From an optimization exercise on the open Yosys and OpenROAD flow, aimed at small area and a short achievable clock period; shortcuts taken in it are not production practice.
Function was checked by simulation only, so behaviour that the tests miss may differ from the original.
Power is estimated from default activity; no workload was simulated.

**flow/design.v**
```verilog
package imem_pkg;
    localparam int FAULT_W        = 2;
    localparam int FAULT_MISALIGN = 0;
    localparam int FAULT_RANGE    = 1;
    localparam logic [31:0] NOP_INSTR = 32'h0000_0013;
endpackage
module imem_hold (
    input  logic q,
    input  logic d,
    input  logic keep,
    input  logic load,
    output logic nxt
);
    assign nxt = (q & keep) | (d & load);
endmodule
module imem_aoi #(
    parameter int N = 3
) (
    input  logic [N-1:0] a,
    input  logic [N-1:0] s,
    output logic         y_n
);
    assign y_n = !(|(a & s));
endmodule
module imem_nand #(
    parameter int N = 4
) (
    input  logic [N-1:0] a,
    output logic         y_n
);
    assign y_n = !(&a);
endmodule
module imem_nor #(
    parameter int N = 3
) (
    input  logic [N-1:0] a,
    output logic         y_n
);
    assign y_n = !(|a);
endmodule
module imem_rd_fin #(
    parameter bit NOP_B = 1'b0
) (
    input  logic [1:0] m_n,
    input  logic       take,
    input  logic       q,
    input  logic       hold,
    input  logic       nop,
    output logic       nxt
);
    assign nxt = (!(&m_n) & take) | (q & hold) | (NOP_B & nop);
endmodule
module imem_dec_cell (
    input  logic wr_hi,
    input  logic wr_lo,
    input  logic wr_hi_n,
    input  logic wr_lo_n,
    input  logic rd_hi_n,
    input  logic rd_lo_n,
    output logic we,
    output logic keep,
    output logic sel
);
    assign we   = !(wr_hi_n || wr_lo_n);
    assign keep = !(wr_hi && wr_lo);
    assign sel  = !(rd_hi_n || rd_lo_n);
endmodule
module imem_ready (
    input  logic load_en,
    input  logic resp_valid,
    input  logic resp_ready,
    output logic req_ready
);
    assign req_ready = !load_en && (!resp_valid || resp_ready);
endmodule
module imem_rd_bit #(
    parameter int DEPTH = 64,
    parameter bit NOP_B = 1'b0
) (
    input  logic [DEPTH-1:0] col,
    input  logic [DEPTH-1:0] sel,
    input  logic             take,
    input  logic             q,
    input  logic             hold,
    input  logic             nop,
    output logic             nxt
);
    localparam int NG = (DEPTH + 2) / 3;       
    localparam int NH = (NG + 3) / 4;          
    localparam int NA = (NH + 1) / 2;          
    localparam int NB = NH - NA;               
    logic [NG-1:0] g_n;
    logic [NH-1:0] h;
    logic [1:0]    m_n;
    for (genvar g = 0; g < NG; g++) begin : g_grp
        localparam int LO = 3 * g;
        localparam int CNT = (DEPTH - LO >= 3) ? 3 : DEPTH - LO;
        imem_aoi #(.N(CNT)) u_aoi (
            .a   (col[LO +: CNT]),
            .s   (sel[LO +: CNT]),
            .y_n (g_n[g])
        );
    end
    for (genvar k = 0; k < NH; k++) begin : g_nand
        localparam int BASE = NG / NH;
        localparam int XTRA = NG % NH;
        localparam int LO   = k * BASE + ((k < XTRA) ? k : XTRA);
        localparam int CNT  = BASE + ((k < XTRA) ? 1 : 0);
        imem_nand #(.N(CNT)) u_nand (
            .a   (g_n[LO +: CNT]),
            .y_n (h[k])
        );
    end
    imem_nor #(.N(NA)) u_nor_a (.a(h[0 +: NA]), .y_n(m_n[0]));
    imem_nor #(.N(NB)) u_nor_b (.a(h[NA +: NB]), .y_n(m_n[1]));
    imem_rd_fin #(.NOP_B(NOP_B)) u_fin (
        .m_n  (m_n),
        .take (take),
        .q    (q),
        .hold (hold),
        .nop  (nop),
        .nxt  (nxt)
    );
endmodule
module instr_fetch_mem #(
    parameter int                DATA_W    = 32,
    parameter int                ADDR_W    = 32,
    parameter int                DEPTH     = 64,
    parameter logic [ADDR_W-1:0] BASE_ADDR = '0,
    parameter logic [DATA_W-1:0] NOP_INSTR = imem_pkg::NOP_INSTR,
    localparam int               IDX_W     = (DEPTH > 1) ? $clog2(DEPTH) : 1
) (
    input  logic                         clk,
    input  logic                         reset,
    input  logic                         req_valid,
    output logic                         req_ready,
    input  logic [ADDR_W-1:0]            req_addr,
    output logic                         resp_valid,
    input  logic                         resp_ready,
    output logic [DATA_W-1:0]            resp_instr,
    output logic [ADDR_W-1:0]            resp_addr,
    output logic [imem_pkg::FAULT_W-1:0] resp_fault,
    input  logic                         load_en,
    input  logic [IDX_W-1:0]             load_idx,
    input  logic [DATA_W-1:0]            load_data
);
    localparam int FAULT_W        = imem_pkg::FAULT_W;
    localparam int FAULT_MISALIGN = imem_pkg::FAULT_MISALIGN;
    localparam int FAULT_RANGE    = imem_pkg::FAULT_RANGE;
    logic [ADDR_W-1:0]  off;
    logic [ADDR_W-1:0]  idx;
    logic [FAULT_W-1:0] fault;
    logic               bad;
    logic               rdy;
    logic               take;
    logic               hold;
    logic               nop;
    logic [DATA_W-1:0]  mem_q [DEPTH];
    logic [DATA_W-1:0]  instr_q;
    logic [DATA_W-1:0]  instr_d;
    logic [ADDR_W-1:0]  addr_d;
    logic [FAULT_W-1:0] fault_d;
    imem_ready u_ready (
        .load_en    (load_en),
        .resp_valid (resp_valid),
        .resp_ready (resp_ready),
        .req_ready  (req_ready)
    );
    assign rdy = !load_en && (!resp_valid || resp_ready);
    assign off = req_addr - BASE_ADDR;
    assign idx = off >> 2;
    always_comb begin
        fault                 = '0;
        fault[FAULT_MISALIGN] = (req_addr[1:0] != 2'b00);
        fault[FAULT_RANGE]    = (req_addr < BASE_ADDR) || (idx >= ADDR_W'(DEPTH));
    end
    assign bad = |fault;
    localparam int LO_W    = IDX_W / 2;
    localparam int HI_W    = IDX_W - LO_W;
    localparam int NL      = 1 << LO_W;
    localparam int NH      = 1 << HI_W;
    localparam int SLICE_W = 8;
    localparam int NSLICE  = DATA_W / SLICE_W;
    logic [NH-1:0] wr_hi;
    logic [NL-1:0] wr_lo;
    logic [NH-1:0] rd_hi;
    logic [NL-1:0] rd_lo;
    logic [DEPTH-1:0] sel [NSLICE];
    for (genvar h = 0; h < NH; h++) begin : g_hi
        assign wr_hi[h] = load_en && (load_idx[IDX_W-1:LO_W] == HI_W'(h));
        assign rd_hi[h] = (idx[IDX_W-1:LO_W] == HI_W'(h));
    end
    for (genvar l = 0; l < NL; l++) begin : g_lo
        assign wr_lo[l] = (load_idx[LO_W-1:0] == LO_W'(l));
        assign rd_lo[l] = (idx[LO_W-1:0] == LO_W'(l));
    end
    for (genvar k = 0; k < NSLICE; k++) begin : g_slice
        logic [DEPTH-1:0] we;
        logic [DEPTH-1:0] keep;
        for (genvar w = 0; w < DEPTH; w++) begin : g_dec
            imem_dec_cell u_dec (
                .wr_hi   (wr_hi[w / NL]),
                .wr_lo   (wr_lo[w % NL]),
                .wr_hi_n (!wr_hi[w / NL]),
                .wr_lo_n (!wr_lo[w % NL]),
                .rd_hi_n (!rd_hi[w / NL]),
                .rd_lo_n (!rd_lo[w % NL]),
                .we      (we[w]),
                .keep    (keep[w]),
                .sel     (sel[k][w])
            );
        end
        for (genvar w = 0; w < DEPTH; w++) begin : g_word
            for (genvar b = k * SLICE_W; b < (k + 1) * SLICE_W; b++) begin : g_bit
                logic d;
                logic q;
                imem_hold u_hold (
                    .q    (q),
                    .d    (load_data[b]),
                    .keep (keep[w]),
                    .load (we[w]),
                    .nxt  (d)
                );
                always_ff @(posedge clk) begin
                    q <= d;
                end
                assign mem_q[w][b] = q;
            end
        end
    end
    assign take = rdy && !bad;
    assign nop  = rdy && bad;
    assign hold = !rdy;
    for (genvar b = 0; b < DATA_W; b++) begin : g_rd
        logic [DEPTH-1:0] col;
        for (genvar w = 0; w < DEPTH; w++) begin : g_col
            assign col[w] = mem_q[w][b];
        end
        imem_rd_bit #(.DEPTH(DEPTH), .NOP_B(NOP_INSTR[b])) u_rd (
            .col  (col),
            .sel  (sel[b / SLICE_W]),
            .take (take),
            .q    (instr_q[b]),
            .hold (hold),
            .nop  (nop),
            .nxt  (instr_d[b])
        );
    end
    for (genvar b = 0; b < ADDR_W; b++) begin : g_addr
        imem_hold u_hold (
            .q    (resp_addr[b]),
            .d    (req_addr[b]),
            .keep (hold),
            .load (rdy),
            .nxt  (addr_d[b])
        );
    end
    for (genvar b = 0; b < FAULT_W; b++) begin : g_fault
        imem_hold u_hold (
            .q    (resp_fault[b]),
            .d    (fault[b]),
            .keep (hold),
            .load (rdy),
            .nxt  (fault_d[b])
        );
    end
    always_ff @(posedge clk) begin
        instr_q    <= instr_d;
        resp_addr  <= addr_d;
        resp_fault <= fault_d;
    end
    always_ff @(posedge clk or posedge reset) begin
        if (reset) begin
            resp_valid <= 1'b0;
        end else begin
            resp_valid <= (req_valid && rdy) || (resp_valid && !resp_ready);
        end
    end
    assign resp_instr = instr_q;
endmodule
```
**flow/config.mk**
```make
export PLATFORM = sky130hd
export DESIGN_NAME = instr_fetch_mem
export DESIGN_NICKNAME = instr_fetch_mem
export VERILOG_FILES = /design/flow/design.v
export SDC_FILE = /design/flow/constraint.sdc
export NUM_CORES = 4
export LEC_CHECK = 0
export CAP_MARGIN = 20
export CORE_MARGIN = 2
export CORE_UTILIZATION = 50
export SETUP_SLACK_MARGIN = 2.6
export SLEW_MARGIN = 20
export SYNTH_HIERARCHICAL = 1
export SYNTH_MINIMUM_KEEP_SIZE = 0
export TNS_END_PERCENT = 100
```
**flow/flow/run.sh**
```bash
#!/bin/bash
# Own layout flow: the standard flow (standard.sh, unchanged synthesis) with these
# layout choices passed to ORFS as make variables:
#  - ports are buffered with buf_4 instead of the default pick (a slow delay buffer),
#  - the clock tree uses clkbuf_8 under a clkbuf_16 root, clusters of up to 16 sinks
#    within 45 um, and no dummy loads,
#  - timing repair may resize a cell to any footprint,
#  - the floorplan step repairs timing without the extra setup margin (before placement
#    its estimates only upsize cells blindly); later steps use config.mk's margin.
# Each tool's full output stays in orfs/logs/ (ORFS writes one log per step); make's own
# output goes to flow_make_1.log and flow_make_2.log in this folder.
set -euo pipefail
ARGS=(
  "BUFFER_PORTS_ARGS=-buffer_cell sky130_fd_sc_hd__buf_4"
  "CTS_ARGS=-sink_clustering_enable -repair_clock_nets -dont_use_dummy_load -sink_clustering_size 16 -sink_clustering_max_diameter 45 -root_buf sky130_fd_sc_hd__clkbuf_16 -buf_list sky130_fd_sc_hd__clkbuf_8"
  "MATCH_CELL_FOOTPRINT=0"
)
bash standard.sh "${ARGS[@]}" "SETUP_SLACK_MARGIN=0" floorplan > flow_make_1.log 2>&1
bash standard.sh "${ARGS[@]}" finish > flow_make_2.log 2>&1
```
**flow/standard.sh**
```bash
#!/bin/bash
# synth_recipe.tcl (not shown) runs the flow's synth.tcl, then flattens the netlist and writes it again
# the make line also repeats each setting of config.mk as NAME=value (left out here)
make -C /OpenROAD-flow-scripts/flow DESIGN_CONFIG=/design/flow/config.mk WORK_HOME=/design/flow/orfs CLKGATE_MAP_FILE= SYNTH_SCRIPT=/design/flow/synth_recipe.tcl "${@:-finish}"
```
**flow/constraint.sdc**
```tcl
create_clock -name core_clock -period 5.0 [get_ports {clk}]
set_input_delay 1.0000 -clock core_clock [delete_from_list [all_inputs] [get_ports {clk}]]
set_output_delay 1.0000 -clock core_clock [all_outputs]
set_load 0.01 [all_outputs]
```
==> results of run 1 <==
-- kinds of logic (layout without fill, tap and decap cells) --
group,Yosys count,in the layout,synth area share [%]
AO/OA/AOI/OAI,2789,2789,34.7
buffers and inverters,20,584,0.103
flip-flops,2115,2115,58.1
other,0,4,0
AND/OR/NAND/NOR,1141,1143,7.18
-- worst max path at each step --
stage                          endpoint  slack, ns  depth (start not counted)
floorplan            instr_q[0]$_DFF_P_       0.93                          4
global placement     instr_q[0]$_DFF_P_       0.97                          9
detailed placement   instr_q[8]$_DFF_P_       0.97                          8
CTS                 instr_q[20]$_DFF_P_       2.49                         10
global route         instr_q[1]$_DFF_P_       2.40                         10
finish              instr_q[23]$_DFF_P_       2.32                         10
-- modules after synthesis (local to each module, per instance), a selection --
module / flip-flops and latches / times used / area, µm² / cells
instr_fetch_mem: 2115 / 1 / 42800 / 2189
imem_ready: 0 / 1 / 12.5 / 2
imem_dec_cell: 0 / 256 / 11.3 / 3
imem_hold: 0 / 2082 / 8.76 / 1
-- per-layer routing --
layer	GRT usage, %	up-vias	part of all wire, %
met5	0	-	0.0039
met4	16.1	2	5.0
met3	7.37	719	11
met2	53.4	4045	42
met1	51.5	30900	42
li1	-	27000	-
-- layout by cell type, fill, tap and decap left out, types with 4 or more instances in the layout --
master     count
a22o_1      2111
dfxtp_1     2095
a222oi_1     672
nor2_1       411
nand2_1      322
buf_4        256
clkbuf_8     202
nand4_1      130
nor2_2        66
nand3_1       61
buf_12        50
nor3_2        48
nor2_4        39
buf_6         25
dfxtp_2       17
nor3_4        16
clkbuf_16     14
buf_16        10
nand3b_1       8
inv_1          7
buf_8          7
or3b_4         6
nand3_2        6
inv_2          5
diode_2        4
nand2_4        4
nand3_4        4
nor4_2         4
-- stage by stage --
stage	util [%]	setup WS, ns	hold slack [ns]	total power, µW
after detailed placement	53.2	0.968	0.470	24500
after global routing	57.1	2.40	0.0460	34800
after global placement	53.2	0.969	0.466	24400
after CTS	56.6	2.49	0.0301	33500
after floorplan	-	0.935	0.455	22800
final	57.1	2.32	0.0767	33600
-- sequential cells by signal, summed over array words and instances (netlist names) --
register	count
resp_addr	32
g_slice.g_word.g_bit.q	2048
instr_q	32
resp_fault	2
resp_valid	1
-- final cells by class --
| cell class | count | area share [%] |
|---|---|---|
| clock buffers | 202 | 3.37 |
| well taps | 1917 | 2.90 |
| flip-flops and latches | 2115 | 51.1 |
| diodes | 4 | 0.0121 |
| repair buffers | 362 | 4.74 |
| multi-input cells | 3932 | 37.7 |
| inverters | 20 | 0.115 |
-- power breakdown --
part	leakage (µW)	switching, µW	internal (µW)
clock network	0.00146	5530	3600
registers	0.0174	1520	19200
logic	0.0123	1640	2180
-- timing repair --
item                       4_1_cts  5_1_grt
setup endpoints to repair      862      560
pin swaps                      172      172
gates cloned                    16        1
hold buffers                     0        0
setup buffers                  100       28
hold endpoints to repair         0        0
resized for setup              223       98
==> key figures, run 1 <==
Run status
  • Outcome: complete, no violations

Finish
  • Final Cell Area: 82800 µm²
  • FILL cells: 12300
  • Nets@finish: 6708
  • Register area: 42400 µm²
  • Final non-filler cell total: 8552
  • Fraction of layout cells with a size suffix above 1: 12.1%
  • Multi-input combinational cell area: 31300 µm²
  • Area grow syn2layout: 13.6%

Floorplanning
  • I/O Pins: 143
  • Core area: 145000 µm²
  • Die width: 386 µm
  • Cell row count: 140
  • Die area: 149000 µm²
  • Initial Util: 50.2%
  • Die H: 386 µm

Synthesis
  • Library cells used by synthesis: 23
  • Seq/Total Area, Yosys: 58.1%
  • Most instantiated cells after synthesis: dfxtp_1, a22o_1, a222oi_1
  • Post-Syn Instances: 6065
  • Cell Area, Synth: 72900 µm²
  • Synth area leaders: dfxtp_1, a22o_1, a222oi_1, nor2_1, nand2_1
  • Async S/R FF share, synth: 0.0473%
  • Yosys top cell by area: dfxtp_1
  • Mapped Avg Cell Area: 12.0 µm²
  • Top FF cell, synth: dfxtp_1
  • Post-synth top area share: 58.0%
  • Synth Register Bits: 2115
  • Post-synth EDFFs: 0
  • Most frequent cell after synthesis: dfxtp_1
  • Ys Warns: 10
  • Post-synth net total: 6140

Drt
  • DR vias: 62700
  • Drt pass-1 iters: 15
  • 1st-iter DRT viols: 10200
  • DR DRC count: 0
  • Drt wl/cell: 33.2 µm
  • Via density: 7.33
  • Routed WL: 284 mm
  • Final antenna-violating net count: 0

Critical path
  • Max FO, Critical Path: 8
  • Setup crit start: req_addr[4]
  • Buf+Inv Stages, Crit Path: 3
  • Req. time, crit path: 5.67 ns
  • CP peak stage delay: 0.67 ns
  • Largest delay contributor family on the critical path: simple AND/OR/NAND/NOR gates
  • CP cell instances: clkbuf_16 -> nand3b_1 -> buf_12 -> clkbuf_16 -> nor2_4 -> a222oi_1 -> nand4_1 -> nor3_2 -> nand2_1 -> a22o_1
  • Path depth of the worst reg2reg path: 7
  • Crit Path Class: in2reg
  • Crit path DAT: 3.35 ns
  • Critical path's most frequent cell: clkbuf_16
  • R2R Path Start: resp_valid$_DFF_PP0_
  • Startpoint types: primary input
  • R2R Setup Slk: 2.57 ns
  • Slowest-stage cell, CP: a222oi_1
  • R2r endpoint: instr_q[26]$_DFF_P_
  • Endpoint type of the worst setup path: flop

GRT
  • Grt ovf: 0
  • Antenna violations before repair: 7
  • Largest net degree at the start of global routing: 65
  • First-pass GRT wire length: 406 mm
  • GRT Total Usage: 36.4%
  • Vias in the first global route: 58000

Place
  • Port Buf Inserts: 142
  • Post-DP HPWL: 166 mm
  • Placed Area: 77200 µm²
  • Cells after DPL: 8201
  • Placer Congestion: 0.946

Timing
  • RSZ-0062 raised after global routing: yes
  • Post-layout min period: 2.68 ns
  • Slew margin rel.: 21.3%
  • Final setup fails: 0
  • Max-slew violations: 0
  • Achievable frequency: 374 MHz
  • Final Hold Violating Endpoints: 0
  • Tcrit/Tclk final: 53.5%
  • Skew final: 0.0679 ns
  • Worst Tran Pin Value: 1.18 ns
  • Final TNS setup: 0 ns

Clocking
  • Buffer levels on the longest clock path: 3
  • Clk sinks: 2115
  • Root cell of the clock tree: clkbuf_16
  • Latest clock arrival within the worst-skew pair: 0.81 ns
  • CTS tree: done
  • Cts bufs inserted: 202
  • Reg clk slew, reported paths: 0.09 ns
  • CTS H-Tree Depth: 4

Worst hold path
  • Hold Path Class: in2async

Power and ir drop
  • Pleak: 0.0312 µW
  • Pwr Density: 406 nW/µm²
  • Peak VDD IR: 0.320 mV

Flow run
  • Max Cap Viol: 0
==> run 2, diff against run 1 <==
--- a/flow/design.v
+++ b/flow/design.v
@@ -179,7 +179,7 @@
     localparam int HI_W    = IDX_W - LO_W;
     localparam int NL      = 1 << LO_W;
     localparam int NH      = 1 << HI_W;
-    localparam int SLICE_W = 8;
+    localparam int SLICE_W = 4;
     localparam int NSLICE  = DATA_W / SLICE_W;
     logic [NH-1:0] wr_hi;
     logic [NL-1:0] wr_lo;
==> run 2 against run 1 <==
Combinational power increased by 12%. Die area increased by 3.9%. Count of clock-buffer cells in the layout increased by 9. Core utilization increased by 1.4 points. Sequential share of layout area decreased by 2.8 points. Clock skew increased by 0.0082 ns. Register-to-register slack improved by 0.13 ns. Flip-flop and latch count unchanged. Area after synthesis increased by 4.0%. Via count increased by 12%. Critical endpoint is now instr_q[18]$_DFF_P_. Largest cell class unchanged. Largest power group unchanged.
==> key figures, run 2 <==
Power and ir drop
  • Pwr Density: 392 nW/µm² (-3.5%)
  • Pleak: 0.0327 µW (+4.8%)
  • Peak VDD IR: 0.338 mV (+5.5%)

Drt
  • Drt pass-1 iters: 14 (-1)
  • Final antenna-violating net count: 0 (unchanged)
  • DR vias: 70100 (+12%)
  • DR DRC count: 0 (unchanged)
  • Via density: 7.36 (+0.42%)
  • Drt wl/cell: 33.6 µm (+1.3%)
  • Routed WL: 320 mm (+13%)
  • 1st-iter DRT viols: 11600 (+14%)

Critical path
  • Slowest-stage cell, CP: a222oi_1
  • Max FO, Critical Path: 12 (+4)
  • Crit Path Class: in2reg
  • Crit path DAT: 3.27 ns (-0.08 ns)
  • R2R Setup Slk: 2.70 ns (+0.13 ns)
  • CP Depth: 11 (+1)
  • Req. time, crit path: 5.67 ns (about the same)
  • Buf+Inv Stages, Crit Path: 4 (+1)
  • Endpoint type of the worst setup path: flop
  • Largest delay contributor family on the critical path: simple AND/OR/NAND/NOR gates
  • CP cell instances: clkbuf_16 -> nand3b_1 -> buf_4 -> clkbuf_16 -> buf_4 -> nor2_1 -> a222oi_1 -> nand4_1 -> nor3_2 -> nand2_1 -> a22o_1
  • Startpoint types: primary input
  • Path depth of the worst reg2reg path: 6 (-1)
  • CP peak stage delay: 0.52 ns (-0.15 ns)

Finish
  • Fraction of layout cells with a size suffix above 1: 11.4% (-0.72 points)
  • Biggest regs: g_slice.g_word.g_bit.q x2048, instr_q x32, resp_addr x32
  • Nets@finish: 7585 (+13%)
  • Final Cell Area: 87700 µm² (+5.9%)
  • Largest Register: g_slice.g_word.g_bit.q
  • FILL cells: 12500 (+1.7%)
  • Most frequent cells in the layout: a22o_1, dfxtp_1, nor2_1
  • Most common cell after layout, fill and taps aside: a22o_1
  • Multi-input combinational cell area: 33900 µm² (+8.6%)
  • Register area: 42400 µm² (unchanged)
  • Area grow syn2layout: 15.7%
  • Max reg flops: 2048 (unchanged)

Synthesis
  • Post-Syn Instances: 6833 (+13%)
  • Library cells used by synthesis: 23 (unchanged)
  • Most instantiated cells after synthesis: dfxtp_1, a22o_1, nor2_1
  • Mapped Avg Cell Area: 11.1 µm² (-7.7%)
  • Yosys top cell by area: dfxtp_1
  • Synth Register Bits: 2115 (unchanged)
  • Cell Area, Synth: 75800 µm² (+4.0%)
  • Async S/R FF share, synth: 0.0473% (unchanged)
  • Ys Warns: 10 (unchanged)
  • Most frequent cell after synthesis: dfxtp_1
  • Post-synth top area share: 55.8% (-2.2 points)
  • Top FF cell, synth: dfxtp_1
  • Seq/Total Area, Yosys: 55.9% (-2.2 points)
  • Post-synth EDFFs: 0 (unchanged)
  • Synth area leaders: dfxtp_1, a22o_1, a222oi_1, nor2_1, nand2_1
  • Post-synth net total: 6908 (+13%)

Run status
  • Outcome: complete, no violations

Clocking
  • Reg clk slew, reported paths: 0.09 ns (about the same)
  • Latest clock arrival within the worst-skew pair: 0.83 ns (+0.02 ns)
  • Buffer levels on the longest clock path: 3 (unchanged)
  • Root cell of the clock tree: clkbuf_16
  • CTS tree: done
  • CTS H-Tree Depth: 4 (unchanged)
  • Cts bufs inserted: 211 (+4.5%)
  • Clk sinks: 2115 (unchanged)

GRT
  • Largest net degree at the start of global routing: 65 (unchanged)
  • Antenna violations before repair: 13 (+6)
  • Vias in the first global route: 66000 (+14%)
  • Grt ovf: 0 (unchanged)
  • First-pass GRT wire length: 446 mm (+9.7%)
  • GRT Total Usage: 38.0% (+1.7 points)

Timing
  • Worst Tran Pin Value: 1.10 ns (-0.0779 ns)
  • Post-layout min period: 2.60 ns (-0.0784 ns)
  • Slew margin rel.: 26.5% (+5.2 points)
  • Final Hold Violating Endpoints: 0 (unchanged)
  • Final setup fails: 0 (unchanged)
  • Skew final: 0.0761 ns (+0.00823 ns)
  • Max-slew violations: 0 (unchanged)
  • RSZ-0062 raised after global routing: yes
  • Final TNS setup: 0 ns (unchanged)
  • Achievable frequency: 385 MHz (+3.0%)
  • Tcrit/Tclk final: 52.0% (-1.6 points)

Place
  • Placer Congestion: 0.870 (-8.0%)
  • Placed Area: 80700 µm² (+4.5%)
  • Port Buf Inserts: 142 (unchanged)
  • Post-DP HPWL: 161 mm (-3.0%)

Floorplanning
  • Cell row count: 142 (+1.4%)
  • Die width: 393 µm (+1.9%)
  • Die area: 155000 µm² (+3.9%)
  • Initial Util: 50.5% (+0.28 points)
  • I/O Pins: 143 (unchanged)
  • Core area: 150000 µm² (+3.4%)
  • Die H: 393 µm (+1.9%)

Flow run
  • Max Cap Viol: 0 (unchanged)

Worst hold path
  • Hold Path Class: in2reg
  • Hold depth: 2
[run 2: per-module statistics from Yosys, one instance, submodules excluded, excerpt]
| module | copies in the design | flip-flops and latches |
|---|---|---|
| instr_fetch_mem | 1 | 2115 |
| imem_dec_cell | 512 | 0 |
| imem_hold | 2082 | 0 |
| imem_ready | 1 | 0 |
[run 2: area by class of cell]
class,count,share of cell area [%]
antenna,6,0.0171
clock buffer,211,3.32
inverter,20,0.160
multi-input combinational,4704,38.7
sequential,2115,48.3
tap,2016,2.88
timing repair buffer,458,6.62
[run 2: worst paths after layout]
path,from,to
min in group asynchronous,reset,resp_valid$_DFF_PP0_
setup reg to reg,resp_valid$_DFF_PP0_,instr_q[4]$_DFF_P_
hold / removal,req_addr[15],resp_addr[15]$_DFF_P_
max in group asynchronous,reset,resp_valid$_DFF_PP0_
setup / recovery,req_addr[3],instr_q[18]$_DFF_P_
hold reg to reg,g_slice[3].g_word[8].g_bit[14].q$_DFF_P_,g_slice[3].g_word[8].g_bit[14].q$_DFF_P_
[run 2: where the power goes]
part | total [µW] | internal, µW | leakage, µW | switching (µW)
registers | 20600 | 19200 | 0.0174 | 1490
logic | 4270 | 2310 | 0.0137 | 1970
clock network | 9430 | 3750 | 0.00152 | 5690
total | 34400 | 25200 | 0.0327 | 9140
[run 2: repair_timing]
| action | CTS | global route |
|---|---|---|
| setup buffers | 102 | 69 |
| setup endpoints to repair | 1338 | 580 |
| hold buffers | 1 | 0 |
| pin swaps | 59 | 203 |
| endpoints found under the hold margin | 1 | 0 |
| resized for setup | 145 | 151 |
| cloned | 35 | 19 |
[run 2: layer usage]
metal / vias up / part of all wire, % / GRT usage [%] / wire (µm)
met5: - / 0.018 / 0 / 57
met4: 8 / 6.4 / 21.2 / 20600
met3: 994 / 13 / 8.13 / 40300
met2: 5063 / 43 / 57.8 / 136000
met1: 34400 / 38 / 50.3 / 123000
li1: 29700 / - / - / -
[run 2: logic make-up after synthesis]
| group | count (synthesis) | synth area share (%) |
|---|---|---|
| AOI/OAI and AO/OA | 2789 | 33.3 |
| buffers and inverters | 20 | 0.0990 |
| DFF | 2115 | 55.9 |
| and+or+nand+nor | 1909 | 10.7 |
[run 2: per-stage QoR]
step / worst slack, ns / instances / hold slack (ns) / power [µW] / utilization (%)
after detailed placement: 1.21 / 9087 / 0.470 / 24700 / 53.8
final: 2.40 / 9530 / 0.398 / 34400 / 58.4
after global placement: 1.21 / 9086 / 0.467 / 24600 / 53.8
after global routing: 2.40 / 9525 / 0.392 / 35400 / 58.4
after floorplan: 0.488 / 6833 / 0.455 / 22900 / -
after CTS: 2.48 / 9436 / 0.372 / 34100 / 57.2
==> run 3, diff against run 2 <==
--- a/flow/design.v
+++ b/flow/design.v
@@ -179,7 +179,7 @@
     localparam int HI_W    = IDX_W - LO_W;
     localparam int NL      = 1 << LO_W;
     localparam int NH      = 1 << HI_W;
-    localparam int SLICE_W = 4;
+    localparam int SLICE_W = 8;
     localparam int NSLICE  = DATA_W / SLICE_W;
     logic [NH-1:0] wr_hi;
     logic [NL-1:0] wr_lo;
--- a/flow/config.mk
+++ b/flow/config.mk
@@ -8,7 +8,7 @@
 export CAP_MARGIN = 20
 export CORE_MARGIN = 2
 export CORE_UTILIZATION = 50
-export SETUP_SLACK_MARGIN = 2.6
+export SETUP_SLACK_MARGIN = 2.4
 export SLEW_MARGIN = 20
 export SYNTH_HIERARCHICAL = 1
 export SYNTH_MINIMUM_KEEP_SIZE = 0
==> run 3 against run 2 <==
Still clean. Sequential share of layout area is 3.5 points higher. Core utilization is 2.1 points lower. First-iteration DRC count is 11% lower. Cell area is 6.8% lower. Synthesized cell count is 11% lower. Sequential power hardly changed. Flip-flop and latch count stayed put. Total power is 2.3% lower. Critical endpoint is now instr_q[8]$_DFF_P_.
==> key figures, run 3 <==
Critical path
  • R2R Path Start: resp_valid$_DFF_PP0_
  • Critical path's most frequent cell: buf_12
  • Largest delay contributor family on the critical path: simple AND/OR/NAND/NOR gates
  • CP peak stage delay: 0.57 ns (+0.05 ns)
  • R2R Setup Slk: 2.86 ns (+0.16 ns)
  • Crit path DAT: 3.36 ns (+0.09 ns)
  • Endpoint type of the worst setup path: flop
  • Max FO, Critical Path: 9 (-3)
  • Startpoint types: primary input
  • Path depth of the worst reg2reg path: 5 (-1)
  • CP cell instances: buf_6 -> nand3b_1 -> buf_12 -> buf_12 -> buf_12 -> nor2_1 -> a222oi_1 -> nand4_1 -> nor3_4 -> nand2_1 -> a22o_1
  • Req. time, crit path: 5.67 ns (about the same)
  • R2r endpoint: instr_q[30]$_DFF_P_
  • Crit Path Class: in2reg
  • Slowest-stage cell, CP: a222oi_1
  • Buf+Inv Stages, Crit Path: 4 (unchanged)

GRT
  • Grt ovf: 0 (unchanged)
  • Met1 Use GR: 50.8% (+0.49 points)
  • GRT Total Usage: 35.7% (-2.4 points)
  • Met2 usage: 52.7% (-5.1 points)
  • Vias in the first global route: 57900 (-12%)
  • Met3 Usage GRT: 6.97% (-1.2 points)
  • First-pass GRT wire length: 400 mm (-10%)
  • Global routing's busiest layer: met2
  • Largest net degree at the start of global routing: 65 (unchanged)
  • Antenna violations before repair: 6 (-7)

Flow run
  • Max Cap Viol: 0 (unchanged)

Clocking
  • Latest clock arrival within the worst-skew pair: 0.81 ns (-0.02 ns)
  • CTS H-Tree Depth: 4 (unchanged)
  • Buffer levels on the longest clock path: 3 (unchanged)
  • Clk sinks: 2115 (unchanged)
  • Cts bufs inserted: 202 (-4.3%)
  • Hold Buf Count CTS: 0 (-1)
  • CTS tree: done
  • Reg clk slew, reported paths: 0.07 ns (-0.02 ns)
  • Root cell of the clock tree: clkbuf_16

Finish
  • Area grow syn2layout: 12.1%
  • Nets@finish: 6653 (-12%)
  • Biggest regs: g_slice.g_word.g_bit.q x2048, instr_q x32, resp_addr x32
  • Max reg flops: 2048 (unchanged)
  • Most frequent cells in the layout: dfxtp_1, a22o_1, a222oi_1
  • Final non-filler cell total: 8497 (-11%)
  • Most common cell after layout, fill and taps aside: dfxtp_1
  • Fraction of layout cells with a size suffix above 1: 10.3% (-1.1 points)
  • Largest Register: g_slice.g_word.g_bit.q

Power and ir drop
  • Peak VDD IR: 0.321 mV (-5.0%)
  • Pwr Density: 411 nW/µm² (+4.8%)
  • Pleak: 0.0307 µW (-6.0%)

Timing
  • Worst Tran Pin Value: 1.16 ns (+0.0557 ns)
  • Max-slew violations: 0 (unchanged)
  • Post-layout min period: 2.69 ns (+0.0935 ns)
  • Achievable frequency: 371 MHz (-3.5%)
  • Final TNS setup: 0 ns (unchanged)
  • Final setup fails: 0 (unchanged)
  • Slew margin rel.: 22.8% (-3.7 points)
  • Final Hold Violating Endpoints: 0 (unchanged)
  • Skew final: 0.0691 ns (-0.00702 ns)
  • RSZ-0062 raised after global routing: yes
  • Tcrit/Tclk final: 53.8% (+1.9 points)

Drt
  • Drt pass-1 iters: 15 (+1)
  • 1st-iter DRT viols: 10300 (-11%)
  • Via density: 7.34 (-0.33%)
  • Final antenna-violating net count: 0 (unchanged)
  • Drt wl/cell: 33.2 µm (-1.1%)
  • DR vias: 62300 (-11%)
  • DR DRC count: 0 (unchanged)
  • Routed WL: 282 mm (-12%)

Synthesis
  • Ys Warns: 10 (unchanged)
  • Most instantiated cells after synthesis: dfxtp_1, a22o_1, a222oi_1
  • Synth Area in Simple Gates: 7.18% (-3.5 points)
  • Multiplexer area fraction after synthesis: 0% (unchanged)
  • Top FF cell, synth: dfxtp_1
  • Most frequent cell after synthesis: dfxtp_1
  • Mapped Avg Cell Area: 12.0 µm² (+8.4%)
  • Main combinational cell family by area after synthesis: compound AO/OA/AOI/OAI gates
  • Post-synth top area share: 58.0% (+2.2 points)
  • Yosys top cell by area: dfxtp_1
  • Post-synth net total: 6140 (-11%)
  • Post-synthesis compound-gate area fraction: 34.7% (+1.3 points)
  • Synth area leaders: dfxtp_1, a22o_1, a222oi_1, nor2_1, nand2_1
  • Post-Syn Instances: 6065 (-11%)
  • Synth Area in Adders: 0% (unchanged)
  • Cell Area, Synth: 72900 µm² (-3.8%)
  • Async S/R FF share, synth: 0.0473% (unchanged)
  • Synth Register Bits: 2115 (unchanged)
  • Post-synth EDFFs: 0 (unchanged)
  • Seq/Total Area, Yosys: 58.1% (+2.2 points)
  • Library cells used by synthesis: 23 (unchanged)
  • Synth Area in XOR/XNOR: 0% (unchanged)

Place
  • Port Buf Inserts: 142 (unchanged)
  • Placer Congestion: 0.946 (+8.7%)
  • Post-DP HPWL: 166 mm (+3.1%)
  • Cells after DPL: 8201 (-9.8%)

Worst hold path
  • Hold Path Class: in2async

Floorplanning
  • I/O Pins: 143 (unchanged)
  • Initial Util: 50.2% (-0.28 points)
  • Die area: 149000 µm² (-3.8%)
  • Cell row count: 140 (-1.4%)
  • Core area: 145000 µm² (-3.3%)
  • Die width: 386 µm (-1.9%)
  • Die H: 386 µm (-1.9%)

Run status
  • Outcome: complete, no violations
## run 3: changes by cell type after synthesis
cell	change
nand2_1	-256
nor2_1	-512
## run 3: cells by family after synthesis
family / Yosys count
AO/OA/AOI/OAI: 2789
buffers and inverters: 20
flip-flops: 2115
AND/OR/NAND/NOR: 1141
## run 3: how the worst max path moves through the flow
stage                            from                  end  slack, ns  cells after the start
after floorplan            resp_ready   instr_q[0]$_DFF_P_       0.93                      4
after global placement    req_addr[5]   instr_q[0]$_DFF_P_       0.97                      9
after detailed placement  req_addr[5]   instr_q[8]$_DFF_P_       0.97                      8
after CTS                 req_addr[7]   instr_q[1]$_DFF_P_       2.36                      9
after global routing      req_addr[6]  instr_q[20]$_DFF_P_       2.34                     10
final                     req_addr[7]   instr_q[8]$_DFF_P_       2.31                     11
## run 3: per-module statistics from Yosys (local to each module, per instance), excerpt
module / times used / flops+latches / cells
imem_ready: 1 / 0 / 2
imem_dec_cell: 256 / 0 / 3
instr_fetch_mem: 1 / 2115 / 2189
imem_hold: 2082 / 0 / 1
## run 3: routing by layer
metal  wire, µm  up-vias
li1           -    26900
met1     118000    30800
met2     119000     4009
met3      31500      705
met4      13200        2
met5         12        -
## run 3: cell type report
cell class              instances  area (µm²)
fillers                     12300       63500
repair buffers                308        3200
multi-input cells            3931       30900
diodes                          4        10.0
flip-flops and latches       2115       42300
well taps                    1917        2400
clock buffers                 202        2790
inverters                      20        81.3
## run 3: what timing repair did
action                                  CTS  global route
cloned                                    4             8
hold endpoints to repair                  0             0
resized for setup                        52           106
endpoints found under the setup margin   57           303
pin swaps                                36           110
buffers inserted                         49            29
## run 3: report_power, final
group	switching (µW)	internal, µW
combinational	1620	2130
sequential	1520	19200
clock	5530	3600
total	8660	24900
## run 3: metrics by stage
step / utilization, % / power [µW] / hold slack, ns / setup slack [ns] / instance area [µm²]
after CTS: 55.7 / 33400 / 0.0301 / 2.36 / 80900
final: 56.3 / 33600 / 0.0775 / 2.31 / 81700
after detailed placement: 53.2 / 24500 / 0.470 / 0.968 / 77200
after floorplan: - / 22800 / 0.455 / 0.935 / 72900
after global routing: 56.3 / 34700 / 0.0382 / 2.34 / 81700
after global placement: 53.2 / 24400 / 0.466 / 0.969 / 77200
==> run 4, diff against run 3 <==
--- a/flow/config.mk
+++ b/flow/config.mk
@@ -7,7 +7,7 @@
 export LEC_CHECK = 0
 export CAP_MARGIN = 20
 export CORE_MARGIN = 2
-export CORE_UTILIZATION = 50
+export CORE_UTILIZATION = 58
 export SETUP_SLACK_MARGIN = 2.4
 export SLEW_MARGIN = 20
 export SYNTH_HIERARCHICAL = 1
==> run 4 against run 3 <==
First-iteration DRC count up 24%. Combinational power down 2%. Final cell count down 3.5%. Via count up 0.58%. Clock power down 4.4%. Count of clock-buffer cells in the layout down 15. Wire length down 6.1%. Register-to-register slack better by 0.07 ns. Highest routed layer unchanged.
==> key figures, run 4 <==
Finish
  • Final Cell Area: 80700 µm² (-1.3%)
  • Max reg flops: 2048 (unchanged)
  • Largest Register: g_slice.g_word.g_bit.q
  • Biggest regs: g_slice.g_word.g_bit.q x2048, instr_q x32, resp_addr x32
  • Area grow syn2layout: 10.6%
  • Most frequent cells in the layout: dfxtp_1, a22o_1, a222oi_1
  • Final non-filler cell total: 8197 (-3.5%)
  • Fraction of layout cells with a size suffix above 1: 9.55% (-0.73 points)
  • Nets@finish: 6620 (-0.50%)
  • Most common cell after layout, fill and taps aside: dfxtp_1

Drt
  • Final antenna-violating net count: 0 (unchanged)
  • Routed WL: 265 mm (-6.1%)
  • DR vias: 62700 (+0.58%)
  • Drt wl/cell: 32.4 µm (-2.6%)
  • Via density: 7.65 (+4.3%)
  • Drt pass-1 iters: 17 (+2)
  • 1st-iter DRT viols: 12700 (+24%)
  • DR DRC count: 0 (unchanged)

Critical path
  • CP peak stage delay: 0.53 ns (-0.04 ns)
  • Buf+Inv Stages, Crit Path: 3 (-1)
  • Largest delay contributor family on the critical path: simple AND/OR/NAND/NOR gates
  • Endpoint type of the worst setup path: flop
  • Max FO, Critical Path: 9 (unchanged)
  • Slowest-stage cell, CP: a222oi_1
  • Critical path's most frequent cell: buf_6
  • Startpoint types: primary input
  • CP Depth: 10 (-1)
  • CP cell instances: buf_6 -> or3_4 -> buf_12 -> buf_6 -> nor2_1 -> a222oi_1 -> nand3_1 -> nor3_2 -> nand2_1 -> a221o_1
  • Crit Path Class: in2reg
  • Req. time, crit path: 5.63 ns (-0.04 ns)
  • Crit path DAT: 3.32 ns (-0.04 ns)
  • Path depth of the worst reg2reg path: 5 (unchanged)

Run status
  • Outcome: complete, no violations

Synthesis
  • Post-synth EDFFs: 0 (unchanged)
  • Synth Register Bits: 2115 (unchanged)
  • Async S/R FF share, synth: 0.0473% (unchanged)
  • Synth area leaders: dfxtp_1, a22o_1, a222oi_1, nor2_1, nand2_1
  • Seq/Total Area, Yosys: 58.1% (unchanged)
  • Most frequent cell after synthesis: dfxtp_1
  • Library cells used by synthesis: 23 (unchanged)
  • Yosys top cell by area: dfxtp_1
  • Mapped Avg Cell Area: 12.0 µm² (unchanged)
  • Top FF cell, synth: dfxtp_1
  • Most instantiated cells after synthesis: dfxtp_1, a22o_1, a222oi_1
  • Post-Syn Instances: 6065 (unchanged)
  • Post-synth top area share: 58.0% (unchanged)
  • Cell Area, Synth: 72900 µm² (unchanged)
  • Post-synth net total: 6140 (unchanged)
  • Ys Warns: 10 (unchanged)

Floorplanning
  • Die area: 129000 µm² (-14%)
  • Initial Util: 58.2% (+8.0 points)
  • I/O Pins: 143 (unchanged)
  • Cell row count: 130 (-7.1%)
  • Die H: 359 µm (-7.1%)
  • Die width: 359 µm (-7.1%)
  • Core area: 125000 µm² (-14%)

Clocking
  • Cts bufs inserted: 187 (-7.4%)
  • Latest clock arrival within the worst-skew pair: 0.82 ns (about the same)
  • Buffer levels on the longest clock path: 3 (unchanged)
  • Reg clk slew, reported paths: 0.08 ns (about the same)
  • Clk sinks: 2115 (unchanged)
  • CTS H-Tree Depth: 4 (unchanged)
  • CTS tree: done
  • Root cell of the clock tree: clkbuf_16

GRT
  • Grt ovf: 0 (unchanged)
  • Antenna violations before repair: 6 (unchanged)
  • Largest net degree at the start of global routing: 65 (unchanged)
  • GRT Total Usage: 39.1% (+3.5 points)
  • First-pass GRT wire length: 381 mm (-4.6%)
  • Vias in the first global route: 56700 (-2.1%)

Timing
  • RSZ-0062 raised after global routing: yes
  • Max-slew violations: 0 (unchanged)
  • Final TNS setup: 0 ns (unchanged)
  • Final setup fails: 0 (unchanged)
  • Slew margin rel.: 22.8% (-0.028 points)
  • Tcrit/Tclk final: 53.9% (about the same)
  • Skew final: 0.0756 ns (+0.00649 ns)
  • Achievable frequency: 371 MHz (about the same)
  • Post-layout min period: 2.69 ns (+0.00109 ns)
  • Final hold slack: 0.0578 ns (-0.0197 ns)
  • Final Hold Violating Endpoints: 0 (unchanged)
  • Worst Tran Pin Value: 1.16 ns (+0.000417 ns)

Place
  • Post-DP HPWL: 158 mm (-4.4%)
  • Cells after DPL: 7932 (-3.3%)
  • Placed Area: 76800 µm² (-0.53%)
  • Port Buf Inserts: 142 (unchanged)
  • Placer Congestion: 0.985 (+4.1%)

Power and ir drop
  • Peak VDD IR: 0.412 mV (+28%)
  • Pwr Density: 410 nW/µm² (-0.14%)
  • Pleak: 0.0304 µW (-1.2%)
  • Total power: 33100 µW (-1.4%)

Flow run
  • Max Cap Viol: 0 (unchanged)

Worst hold path
  • Hold Path Class: in2async
[run 4: logic make-up after synthesis]
logic type / share of synthesized area, %
AND/OR/NAND/NOR: 7.18
AO/OA/AOI/OAI: 34.7
buffers and inverters: 0.103
flip-flops: 58.1
[run 4: metal layers]
layer / GRT usage, % / share of wire [%] / vias up
li1: - / - / 26800
met3: 10.2 / 14 / 781
met1: 56.2 / 41 / 30600
met2: 55.3 / 41 / 4532
met5: 0 / 0.0049 / -
met4: 17.2 / 4.9 / 2
[run 4: final cells by class]
type,count,area [µm²]
multi-input cells,3930,30800
diodes,4,10.0
clock buffers,187,2580
repair buffers,291,2790
fillers,9815,44600
inverters,20,91.3
well taps,1650,2060
flip-flops and latches,2115,42300
[run 4: where the power goes]
group / internal [µW] / total (µW) / switching [µW]
Clock: 3340 / 8720 / 5380
Sequential: 19200 / 20700 / 1520
Combinational: 2110 / 3670 / 1570
[run 4: final timing paths]
check,slack (ns),endpoint,start
max in group asynchronous,4.85,resp_valid$_DFF_PP0_,reset
setup reg to reg,2.93,instr_q[4]$_DFF_P_,resp_valid$_DFF_PP0_
hold / removal,0.06,resp_valid$_DFF_PP0_,reset
setup / recovery,2.31,instr_q[4]$_DFF_P_,req_addr[4]
hold reg to reg,0.48,g_slice[1].g_word[25].g_bit[15].q$_DFF_P_,g_slice[1].g_word[25].g_bit[15].q$_DFF_P_
min in group core_clock,0.43,resp_addr[10]$_DFF_P_,req_addr[10]
[run 4: worst reg2reg max path, stage by stage, from the launching register on]
cell and delay (ns):
dfrtp_1 0.42, nand2b_1 0.15, nand2b_4 0.27, nor4_4 0.31
buf_4 0.57, a221o_1 0.27
[run 4: per-stage QoR]
step	setup slack, ns	util [%]
3_5_place_dp	0.931	61.3
6_report	2.31	64.4
4_1_cts	2.34	63.9
5_1_grt	2.35	64.4
3_3_place_gp	1.03	61.3
2_1_floorplan	0.935	-
[run 4: timing repair]
action | 4_1_cts | 5_1_grt
gates cloned | 3 | 3
gates resized for setup | 42 | 80
buffers inserted | 38 | 30
endpoints found under the setup margin | 85 | 397
pin swaps | 41 | 89
hold buffers | 0 | 0
[run 4: Yosys stat by module (local to each module, per instance), excerpt]
module	times used	cells inside	cell area [µm²]	flip-flops and latches
imem_hold	2082	1	8.76	0
imem_dec_cell	256	3	11.3	0
instr_fetch_mem	1	2189	42800	2115
imem_ready	1	2	12.5	0
==> run 5, diff against run 4 <==
--- a/flow/config.mk
+++ b/flow/config.mk
@@ -8,7 +8,7 @@
 export CAP_MARGIN = 20
 export CORE_MARGIN = 2
 export CORE_UTILIZATION = 58
-export SETUP_SLACK_MARGIN = 2.4
+export SETUP_SLACK_MARGIN = 2.7
 export SLEW_MARGIN = 20
 export SYNTH_HIERARCHICAL = 1
 export SYNTH_MINIMUM_KEEP_SIZE = 0
==> run 5 against run 4 <==
Wire length up 1.3%. Setup slack worse by 0.011 ns. Critical endpoint is now instr_q[9]$_DFF_P_. Non-clock buffer count rose by 51. Maximum frequency is 0.40% lower. Cell area increased by 1.8%. Still clean. Critical path type unchanged.
==> key figures, run 5 <==
Timing
  • Final TNS setup: 0 ns (unchanged)
  • Final Hold Violating Endpoints: 0 (unchanged)
  • Slew margin rel.: 23.8% (+1.0 points)
  • Setup ws final: 2.30 ns (-0.0109 ns)
  • RSZ-0062 raised after global routing: yes
  • Max-slew violations: 0 (unchanged)
  • Skew final: 0.0636 ns (-0.0120 ns)
  • Achievable frequency: 370 MHz (-0.40%)
  • Worst Tran Pin Value: 1.14 ns (-0.0154 ns)
  • Tcrit/Tclk final: 54.1% (+0.22 points)
  • Final setup fails: 0 (unchanged)
  • Post-layout min period: 2.70 ns (+0.0109 ns)

Place
  • Placer Congestion: 0.985 (unchanged)
  • Port Buf Inserts: 142 (unchanged)
  • Setup WS pre-CTS: 0.931 ns (unchanged)
  • Post-DP HPWL: 158 mm (unchanged)
  • Placed Area: 76800 µm² (unchanged)

Power and ir drop
  • Clock power frac: 26.3% (about the same)
  • Logic gate share of total power: 11.4% (+0.3 points)
  • Psw: 8500 µW (+0.40%)
  • Peak VDD IR: 0.411 mV (about the same)
  • Pleak: 0.0309 µW (+1.7%)
  • P_int: 24700 µW (+0.19%)
  • Sequential power share: 62.4% (about the same)
  • Pwr Density: 404 nW/µm² (-1.5%)
  • Switching Share: 25.6% (+0.040 points)

Synthesis
  • Synth Area in XOR/XNOR: 0% (unchanged)
  • Post-synth EDFFs: 0 (unchanged)
  • Post-Syn Instances: 6065 (unchanged)
  • Ys Warns: 10 (unchanged)
  • Post-synth top area share: 58.0% (unchanged)
  • Yosys top cell by area: dfxtp_1
  • Cell Area, Synth: 72900 µm² (unchanged)
  • Synth Area in Simple Gates: 7.18% (unchanged)
  • Seq/Total Area, Yosys: 58.1% (unchanged)
  • Main combinational cell family by area after synthesis: compound AO/OA/AOI/OAI gates
  • Most frequent cell after synthesis: dfxtp_1
  • Synth area leaders: dfxtp_1, a22o_1, a222oi_1, nor2_1, nand2_1
  • Most instantiated cells after synthesis: dfxtp_1, a22o_1, a222oi_1
  • Synth Register Bits: 2115 (unchanged)
  • Synth Area in Adders: 0% (unchanged)
  • Library cells used by synthesis: 23 (unchanged)
  • Async S/R FF share, synth: 0.0473% (unchanged)
  • Top FF cell, synth: dfxtp_1
  • Post-synthesis compound-gate area fraction: 34.7% (unchanged)
  • Mapped Avg Cell Area: 12.0 µm² (unchanged)
  • Post-synth net total: 6140 (unchanged)
  • Multiplexer area fraction after synthesis: 0% (unchanged)

GRT
  • Global routing's busiest layer: met1
  • Met2 usage: 56.4% (+1.1 points)
  • Largest net degree at the start of global routing: 65 (unchanged)
  • Antenna violations before repair: 4 (-2)
  • Met1 Use GR: 56.7% (+0.46 points)
  • First-pass GRT wire length: 387 mm (+1.6%)
  • Vias in the first global route: 57400 (+1.3%)
  • Grt ovf: 0 (unchanged)
  • GRT Total Usage: 39.8% (+0.72 points)
  • Met3 Usage GRT: 11.0% (+0.80 points)

Drt
  • Via density: 7.66 (+0.17%)
  • Drt wl/cell: 32.6 µm (+0.62%)
  • DR DRC count: 0 (unchanged)
  • DR vias: 63200 (+0.82%)
  • Final antenna-violating net count: 0 (unchanged)
  • Routed WL: 269 mm (+1.3%)
  • Drt pass-1 iters: 20 (+3)
  • 1st-iter DRT viols: 12600 (-1.2%)

Floorplanning
  • Initial Util: 58.2% (unchanged)
  • I/O Pins: 143 (unchanged)
  • Die width: 359 µm (unchanged)
  • Core area: 125000 µm² (unchanged)
  • Die area: 129000 µm² (unchanged)
  • Cell row count: 130 (unchanged)
  • Die H: 359 µm (unchanged)

Finish
  • Largest Register: g_slice.g_word.g_bit.q
  • Most frequent cells in the layout: a22o_1, dfxtp_1, a222oi_1
  • Final Cell Area: 82200 µm² (+1.8%)
  • Area grow syn2layout: 12.7%
  • Max reg flops: 2048 (unchanged)
  • Nets@finish: 6672 (+0.79%)
  • Fraction of layout cells with a size suffix above 1: 11.8% (+2.2 points)
  • Most common cell after layout, fill and taps aside: a22o_1
  • Biggest regs: g_slice.g_word.g_bit.q x2048, instr_q x32, resp_addr x32

Critical path
  • Startpoint types: primary input
  • Max FO, Critical Path: 10 (+1)
  • Crit path DAT: 3.39 ns (+0.07 ns)
  • Crit Path Class: in2reg
  • Req. time, crit path: 5.69 ns (+0.06 ns)
  • Endpoint type of the worst setup path: flop
  • Path depth of the worst reg2reg path: 5 (unchanged)
  • R2R Setup Slk: 2.91 ns (-0.02 ns)

Clocking
  • Reg clk slew, reported paths: 0.10 ns (+0.02 ns)
  • Clk sinks: 2115 (unchanged)
  • Latest clock arrival within the worst-skew pair: 0.81 ns (about the same)
  • Hold Buf Count CTS: 0 (unchanged)
  • Buffer levels on the longest clock path: 3 (unchanged)
  • CTS H-Tree Depth: 4 (unchanged)
  • CTS tree: done
  • Root cell of the clock tree: clkbuf_16
  • Cts bufs inserted: 187 (unchanged)

Flow run
  • Max Cap Viol: 0 (unchanged)

Worst hold path
  • Hold Path Class: in2async

Run status
  • Outcome: complete, no violations
run 5: cell types whose count changed in the layout (fill, tap and decap cells not counted), moves of 16 or more:
cell | before | now
dfxtp_2 | 0 | 17
dfxtp_1 | 2114 | 2081
nor2_4 | 3 | 37
nor2_2 | 34 | 64
nor2_1 | 479 | 415
buf_4 | 238 | 205
buf_6 | 9 | 55
dfxtp_4 | 0 | 16
buf_12 | 33 | 50
run 5: logic make-up (layout without fill, tap and decap cells):
family                 count (synthesis)  count (layout)
buffers and inverters                 20             550
DFF                                 2115            2115
AOI/OAI and AO/OA                   2789            2789
and+or+nand+nor                     1141            1141
other                                  0               5
run 5: critical path, stage by stage:
cell and delay, ns:
clkbuf_16 0.11, or3_4 0.14, buf_12 0.14, buf_12 0.19, nor2_1 0.16, a222oi_1 0.57
nand4_1 0.41, nor3_4 0.35, nand2_1 0.09, a22o_1 0.20
run 5: path summary, 6_finish.rpt:
| path | from | endpoint |
|---|---|---|
| max | req_addr[4] | instr_q[9]$_DFF_P_ |
| min | reset | resp_valid$_DFF_PP0_ |
| max reg2reg | resp_valid$_DFF_PP0_ | instr_q[29]$_DFF_P_ |
| min reg2reg | resp_addr[6]$_DFF_P_ | resp_addr[6]$_DFF_P_ |
| max in group asynchronous | reset | resp_valid$_DFF_PP0_ |
| min in group core_clock | req_addr[10] | resp_addr[10]$_DFF_P_ |
run 5: per-stage QoR:
step	utilization, %	power (µW)	instances	hold slack [ns]
global placement	61.3	24300	7932	0.465
finish	65.6	33200	8250	0.0525
global route	65.6	34200	8245	0.0296
floorplan	-	22800	6065	0.455
detailed placement	61.3	24400	7932	0.470
CTS	65.3	33000	8233	0.0121
run 5: final cells by class:
class                      count  area, µm²
antenna                        5       12.5
fill                        9628      43100
timing repair buffer         342       3800
inverter                      20        104
tap                         1650       2060
clock buffer                 187       2580
multi-input combinational   3930      31200
sequential                  2115      42400
timing repair inverter         1       7.51
run 5: modules after synthesis, one instance, submodules excluded, a selection:
module | cell area [µm²] | times used | flip-flops and latches | cells
imem_hold | 8.76 | 2082 | 0 | 1
instr_fetch_mem | 42800 | 1 | 2115 | 2189
imem_ready | 12.5 | 1 | 0 | 2
imem_dec_cell | 11.3 | 256 | 0 | 3
run 5: power by group through the flow:
stage               registers (µW)  logic, µW  clock network (µW)
detailed placement           20900       3500                   0
floorplan                    20400       2420                   0
CTS                          20600       3660                8790
finish                       20700       3770                8710
global placement             21000       3380                   0
global route                 20800       3970                9370
run 5: routing by layer:
layer	vias up	share of wire, %
li1	26900	-
met1	30900	40
met2	4630	41
met3	825	14
met4	2	4.8
met5	-	0.0048
run 5: repair_timing:
action	CTS	global route
buffers inserted	101	11
setup endpoints to repair	1133	736
gates cloned	13	1
gates resized for setup	301	75
pin swaps	190	98

-- re-timing with driven ports --
The results above use ideal ports. As a check the final layouts listed here were re-extracted and re-timed, cells and wires unchanged.
Step 1: set_driving_cell puts a clkbuf_16 on clk and a buf_2 on each other input, an assumption about the parent block.
Step 2, shift: input delay + t, output delay - t, t = (earliest + latest rising clock arrival at the registers) / 2. This alone moves slack from input paths to output paths.
a / b / c = no drivers / after step 1 / after step 2; a / b = the first two.
run | shift t [ns] | setup WS [ns] | worst hold slack (ns) | worst register clock-pin slew, ns
run 1 | 0.863 | 2.323 / 2.287 / 1.424 | 0.077 / 0.017 / 0.484 | 0.10 / 0.10
run 2 | 0.881 | 2.402 / 2.342 / 1.461 | 0.398 / 0.341 / 0.486 | 0.10 / 0.10
run 3 | 0.864 | 2.308 / 2.327 / 1.463 | 0.077 / 0.011 / 0.484 | 0.11 / 0.11
run 4 | 0.861 | 2.307 / 2.299 / 1.438 | 0.058 / 0.004 / 0.482 | 0.10 / 0.10
run 5 | 0.859 | 2.296 / 2.250 / 1.391 | 0.053 / -0.002 / 0.483 | 0.10 / 0.10
After both steps every run listed still meets setup and hold. For run 2, which loses most, drivers alone change the setup slack by -0.060 ns; drivers and shift together by -0.941 ns.
